What follows belongs to an exercise in optimizing a design on an open flow for small area, a short achievable clock period and few clock cycles; a production flow would make more cautious choices. Where RTL was checked, it was by simulation tests only, not by an equivalence proof against the original. Power and IR drop assume default switching activity.

== epsilon ==
## md_unit
module md_unit (
    input  logic        CLK,
    input  logic        RST_X,
    input  logic        start,
    input  md_pkg::md_op_t op,
    input  logic [31:0] a,
    input  logic [31:0] b,
    output logic        busy,
    output logic        done,
    output logic [31:0] hi,
    output logic [31:0] lo
);
For scale: roughly 1,800 cells after synthesis, about 160 flip-flops, ~140 I/O pins, ~14,000 µm² of cells after synthesis.
clock: 5.5 ns
lec_check: 0
cap_margin: 20
cell_pad_in_sites_detail_placement: 1
cell_pad_in_sites_global_placement: 1
core_margin: 2
core_utilization: 30
place_density: 0.45
setup_slack_margin: 2.0
slew_margin: 20
tns_end_percent: 5
run.sh (not shown) runs the stock make flow with config.mk's settings and CLKGATE_MAP_FILE= SYNTH_SCRIPT=/design/flow/synth_recipe.tcl, a recipe that flattens the netlist after the stock synthesis.
Testbench counts of epsilon, summed over its fixed seeds: cycles 13,480.
--- input diff epsilon..beta ---
--- a/flow/design.v
+++ b/flow/design.v
@@ -112,46 +112,56 @@
     logic [1:0]  xsel;               
     logic [2:0]  dig;                
     logic [34:0] xop;
     logic        mend;               
     logic [34:0] m35, a35, b35, h35;
     assign m35 = {{2{ms}}, ms, m};
     assign a35 = {{3{is_sgn & a[31]}}, a};
     assign b35 = {{3{is_sgn & b[31]}}, b};
     assign h35 = {3'b000, hi};
+    logic h_apre, l_apre;            
     logic h_hold, h_a, h_mst, h_ms4, h_ms16, h_s, h_dst, h_ds4, h_ds16;
     logic l_hold, l_mpl, l_mst, l_ms4, l_ms16, l_s, l_dst, l_ds4, l_ds16;
     logic x_dlast;                   
     always_comb begin
         state_n = state;
         p_n     = p;
         cnt_n   = cnt;
         done_n  = 1'b0;
         lom_n   = lo[3:2];
         xsel    = 2'd0;
         dig     = 3'b000;
         mend    = 1'b0;
         sp_n    = sp;
         {h_hold, h_a, h_mst, h_ms4, h_ms16, h_s, h_dst, h_ds4, h_ds16} = '0;
         {l_hold, l_mpl, l_mst, l_ms4, l_ms16, l_s, l_dst, l_ds4, l_ds16} = '0;
         x_dlast = 1'b0;
+        {h_apre, l_apre} = '0;
         if (start) begin
             if (is_mul) begin
                 cnt_n   = 6'd32;
                 l_mpl   = 1'b1;
                 p_n     = 1'b0;
                 state_n = S_MUL;
                 xsel    = swap ? 2'd1 : 2'd2;
                 dig     = swap ? booth(b[1], b[0], 1'b0) : booth(a[1], a[0], 1'b0);
             end else if (is_div) begin
                 cnt_n   = 6'd32;
                 l_mpl   = 1'b1;
-                if (!a_neg && !b_neg) begin
+                if (!a_neg && !b_neg && a[31:17] == '0) begin
+                    l_mpl   = 1'b0;
+                    h_apre  = 1'b1;
+                    l_apre  = 1'b1;
+                    cnt_n   = 6'd16;
+                    state_n = S_DIV;
+                    xsel    = 2'd2;
+                    dig     = 3'b101;                       
+                end else if (!a_neg && !b_neg) begin
                     state_n = S_DIV;
                     xsel    = 2'd2;
                     dig     = 3'b101;                       
                 end else if (a_neg) begin
                     h_a     = 1'b1;
                     state_n = b_neg ? S_DPRE : S_DNEG;
                     xsel    = 2'd1;
                     dig     = 3'b011;                       
                 end else begin
@@ -303,28 +313,30 @@
     always_comb begin
         hi_n = ({32{h_hold}} & hi)
              | ({32{h_a}}    & a)
              | ({32{h_mst}}  & s[33:2])
              | ({32{h_ms4}}  & {{4{hx}}, hi[31:4]})
              | ({32{h_ms16}} & {{16{hx}}, hi[31:16]})
              | ({32{h_s}}    & s[31:0])
              | ({32{h_dst}}  & {s[30:0], lo[31]})
              | ({32{h_ds4}}  & {hi[27:0], lo[31:28]})
-             | ({32{h_ds16}} & {hi[15:0], lo[31:16]});
+             | ({32{h_ds16}} & {hi[15:0], lo[31:16]})
+             | ({32{h_apre}} & {16'b0, a[31:16]});
         lo_n = ({32{l_hold}} & lo)
              | ({32{l_mpl}}  & mpl)
              | ({32{l_mst}}  & {s[1:0], lo[31:2]})
              | ({32{l_ms4}}  & {hi[3:0], lo[31:4]})
              | ({32{l_ms16}} & {hi[15:0], lo[31:16]})
              | ({32{l_s}}    & s[31:0])
              | ({32{l_dst}}  & {lo[30:0], rneg ^ !qn})
              | ({32{l_ds4}}  & {lo[27:0], {4{qn}}})
-             | ({32{l_ds16}} & {lo[15:0], {16{qn}}});
+             | ({32{l_ds16}} & {lo[15:0], {16{qn}}})
+             | ({32{l_apre}} & {a[15:0], 16'b0});
         hx_n = (h_hold & hx) | h_ms4 & hx | h_ms16 & hx | (h_mst & s[34])
              | (h_dst & s[31]) | (h_ds4 & hi[28]) | (h_ds16 & hi[16])
              | (x_dlast & rneg) | (h_s & !x_dlast & hx);
         hs_n = (h_hold & hs) | h_ms4 & hs | h_ms16 & hs | (h_mst & s[34])
              | ((h_dst | x_dlast) & rneg) | (h_s & !x_dlast & hs);
     end
     always_comb begin
         case (xsel)
             2'd0:    xop = m35;
==> summary.txt <==
beta completed; timing, DRC and antenna clean. beta against epsilon: sequential share of layout area saw a decrease; sequential fraction of design power saw a decrease; simple-gate share of the synthesized area saw an increase. Looking at mean number of vias per cell, beta sits above epsilon. In beta, non-clock buffer count is higher than in epsilon. Looking at core utilization, beta sits above epsilon. Sort epsilon and beta by met2 routed wirelength asc -> top: epsilon. Comparing epsilon and beta, gate count of the mapped netlist is lower on epsilon. Number of antenna violations at the first check in global routing: epsilon and beta compared, lower one is beta. Relative to epsilon, the final cell area reported for beta is higher. epsilon ended up with sky130_fd_sc_hd__buf_4 as its cell with the biggest individual delay on the critical path; beta ended up with sky130_fd_sc_hd__or4_4. Looking at end point of the critical path, the hi[10] result is from epsilon; the breg[8] one comes from beta. Count of routing violations after the opening detailed-route iteration delta (beta − epsilon): unfavourable.
For beta, only the layout was checked, not whether the RTL still works.

---

Setup of v16:
md_unit again, from the RTL that the note above started with.
Settings: LEC_CHECK=0, CAP_MARGIN=20, CELL_PAD_IN_SITES_DETAIL_PLACEMENT=1, CELL_PAD_IN_SITES_GLOBAL_PLACEMENT=1, CORE_MARGIN=2, CORE_UTILIZATION=30, CTS_BUF_LIST=sky130_fd_sc_hd__clkbuf_4 sky130_fd_sc_hd__clkbuf_8, PLACE_DENSITY=0.45, SETUP_SLACK_MARGIN=2.0, SLEW_MARGIN=20, TNS_END_PERCENT=5; clock period 5.5 ns.
standard.sh (not shown) runs the stock make flow with config.mk's settings and CLKGATE_MAP_FILE= SYNTH_SCRIPT=/design/flow/synth_recipe.tcl, a recipe that flattens the netlist after the stock synthesis.
==> flow/flow/run.sh <==
#!/bin/bash
# Standard layout, with a lighter ABC mapping script for synthesis (one &nf
# round instead of five delay-driven restructuring rounds). Everything else,
# including the synthesis steps around ABC, is ORFS's and the standard flow's own.
set -euo pipefail
here=$(pwd)
rm -rf "$here/scripts_mod"
cp -r "$FLOW_HOME/scripts" "$here/scripts_mod"
cp "$here/flow/abc_speed.script" "$here/scripts_mod/abc_speed.script"
bash "$here/standard.sh" SCRIPTS_DIR="$here/scripts_mod" finish > "$here/standard_flow.log" 2>&1
==> flow/flow/abc_speed.script <==
&get -n
&st
&dch
&nf
&put
buffer -c
topo
stime -c
upsize -c
dnsize -c
v16: PASS, flow complete, no timing, DRC or antenna violations
Testbench counts of v16, summed over its fixed seeds: cycles 13,480.
#### Input delta (v7 over v16)
--- a/flow/design.v
+++ b/flow/design.v
@@ -113,44 +113,54 @@
     logic [2:0]  dig;                
     logic [34:0] xop;
     logic        mend;               
     logic [34:0] m35, a35, b35, h35;
     assign m35 = {{2{ms}}, ms, m};
     assign a35 = {{3{is_sgn & a[31]}}, a};
     assign b35 = {{3{is_sgn & b[31]}}, b};
     assign h35 = {3'b000, hi};
+    logic h_apre, l_apre;            
     logic h_hold, h_a, h_mst, h_ms4, h_ms16, h_s, h_dst, h_ds4, h_ds16;
     logic l_hold, l_mpl, l_mst, l_ms4, l_ms16, l_s, l_dst, l_ds4, l_ds16;
     logic x_dlast;                   
     always_comb begin
         state_n = state;
         p_n     = p;
         cnt_n   = cnt;
         done_n  = 1'b0;
         lom_n   = lo[3:2];
         xsel    = 2'd0;
         dig     = 3'b000;
         mend    = 1'b0;
         sp_n    = sp;
         {h_hold, h_a, h_mst, h_ms4, h_ms16, h_s, h_dst, h_ds4, h_ds16} = '0;
         {l_hold, l_mpl, l_mst, l_ms4, l_ms16, l_s, l_dst, l_ds4, l_ds16} = '0;
         x_dlast = 1'b0;
+        {h_apre, l_apre} = '0;
         if (start) begin
             if (is_mul) begin
                 cnt_n   = 6'd32;
                 l_mpl   = 1'b1;
                 p_n     = 1'b0;
                 state_n = S_MUL;
                 xsel    = swap ? 2'd1 : 2'd2;
                 dig     = swap ? booth(b[1], b[0], 1'b0) : booth(a[1], a[0], 1'b0);
             end else if (is_div) begin
                 cnt_n   = 6'd32;
                 l_mpl   = 1'b1;
-                if (!a_neg && !b_neg) begin
+                if (!a_neg && !b_neg && a[31:17] == '0) begin
+                    l_mpl   = 1'b0;
+                    h_apre  = 1'b1;
+                    l_apre  = 1'b1;
+                    cnt_n   = 6'd16;
+                    state_n = S_DIV;
+                    xsel    = 2'd2;
+                    dig     = 3'b101;                       
+                end else if (!a_neg && !b_neg) begin
                     state_n = S_DIV;
                     xsel    = 2'd2;
                     dig     = 3'b101;                       
                 end else if (a_neg) begin
                     h_a     = 1'b1;
                     state_n = b_neg ? S_DPRE : S_DNEG;
                     xsel    = 2'd1;
                     dig     = 3'b011;                       
@@ -304,26 +314,28 @@
         hi_n = ({32{h_hold}} & hi)
              | ({32{h_a}}    & a)
              | ({32{h_mst}}  & s[33:2])
              | ({32{h_ms4}}  & {{4{hx}}, hi[31:4]})
              | ({32{h_ms16}} & {{16{hx}}, hi[31:16]})
              | ({32{h_s}}    & s[31:0])
              | ({32{h_dst}}  & {s[30:0], lo[31]})
              | ({32{h_ds4}}  & {hi[27:0], lo[31:28]})
-             | ({32{h_ds16}} & {hi[15:0], lo[31:16]});
+             | ({32{h_ds16}} & {hi[15:0], lo[31:16]})
+             | ({32{h_apre}} & {16'b0, a[31:16]});
         lo_n = ({32{l_hold}} & lo)
              | ({32{l_mpl}}  & mpl)
              | ({32{l_mst}}  & {s[1:0], lo[31:2]})
              | ({32{l_ms4}}  & {hi[3:0], lo[31:4]})
              | ({32{l_ms16}} & {hi[15:0], lo[31:16]})
              | ({32{l_s}}    & s[31:0])
              | ({32{l_dst}}  & {lo[30:0], rneg ^ !qn})
              | ({32{l_ds4}}  & {lo[27:0], {4{qn}}})
-             | ({32{l_ds16}} & {lo[15:0], {16{qn}}});
+             | ({32{l_ds16}} & {lo[15:0], {16{qn}}})
+             | ({32{l_apre}} & {a[15:0], 16'b0});
         hx_n = (h_hold & hx) | h_ms4 & hx | h_ms16 & hx | (h_mst & s[34])
              | (h_dst & s[31]) | (h_ds4 & hi[28]) | (h_ds16 & hi[16])
              | (x_dlast & rneg) | (h_s & !x_dlast & hx);
         hs_n = (h_hold & hs) | h_ms4 & hs | h_ms16 & hs | (h_mst & s[34])
              | ((h_dst | x_dlast) & rneg) | (h_s & !x_dlast & hs);
     end
     always_comb begin
         case (xsel)
[summary]
Delta (v7 minus v16): sequential power about even; number of standard cells after synthesis rose 5.4%; total track usage rose 3.3 points; highest attainable clock frequency fell 3.9%.
Diff v7 and v16: number of rows in the core area higher in v7
Comparing v7 with v16, the core utilization came out essentially unchanged.
From v16 to v7 the numbers moved as follows: number of antenna violations at the first check in global routing climbed 3, post-route fraction of the period consumed by the critical path now larger, share of post-route cells with drive strength above 1 went down 4.1 points, leakage power total +about 5%.
Relative to v16, the switching power of the nets of v7 is higher by about 16%.
Die width was higher in the run labelled v7.
On fraction of met1 tracks used by global routing, the higher figure sits with v7, not v16.
Looking at layout overhead on the synthesized area, v7 sits 0.78 points higher than v16 does.
Function not checked in v7: the RTL went through the layout flow alone.

[static timing again, ports no longer ideal]
The results above use ideal ports. As a check the final layouts listed here were re-extracted and re-timed, cells and wires unchanged.
Step 1: set_driving_cell puts a clkbuf_16 on CLK and a buf_2 on each other input, an assumption about the parent block.
Step 2 adds t to the input delays and takes it off the output delays; t is the mean of the earliest and latest rising clock arrival at the registers after step 1. Input paths then give back, and output paths get back, about the clock's delay inside the block.
Slacks: no drivers / after step 1 / after step 2; pairs: no drivers / after step 1.
run	t (ns)	setup WS [ns]	worst data-port slew with drivers (ns)
epsilon	0.572	1.727 / 1.727 / 1.196	0.05
beta	0.568	1.850 / 1.891 / 1.323	0.06
v16	0.631	1.746 / 1.746 / 1.162	0.06
v7	0.639	1.593 / 1.593 / 1.026	0.07
After both steps setup and hold are still met in every run listed. For v16, which loses most, drivers alone change the setup slack by 0.000 ns; drivers and shift together by -0.584 ns.
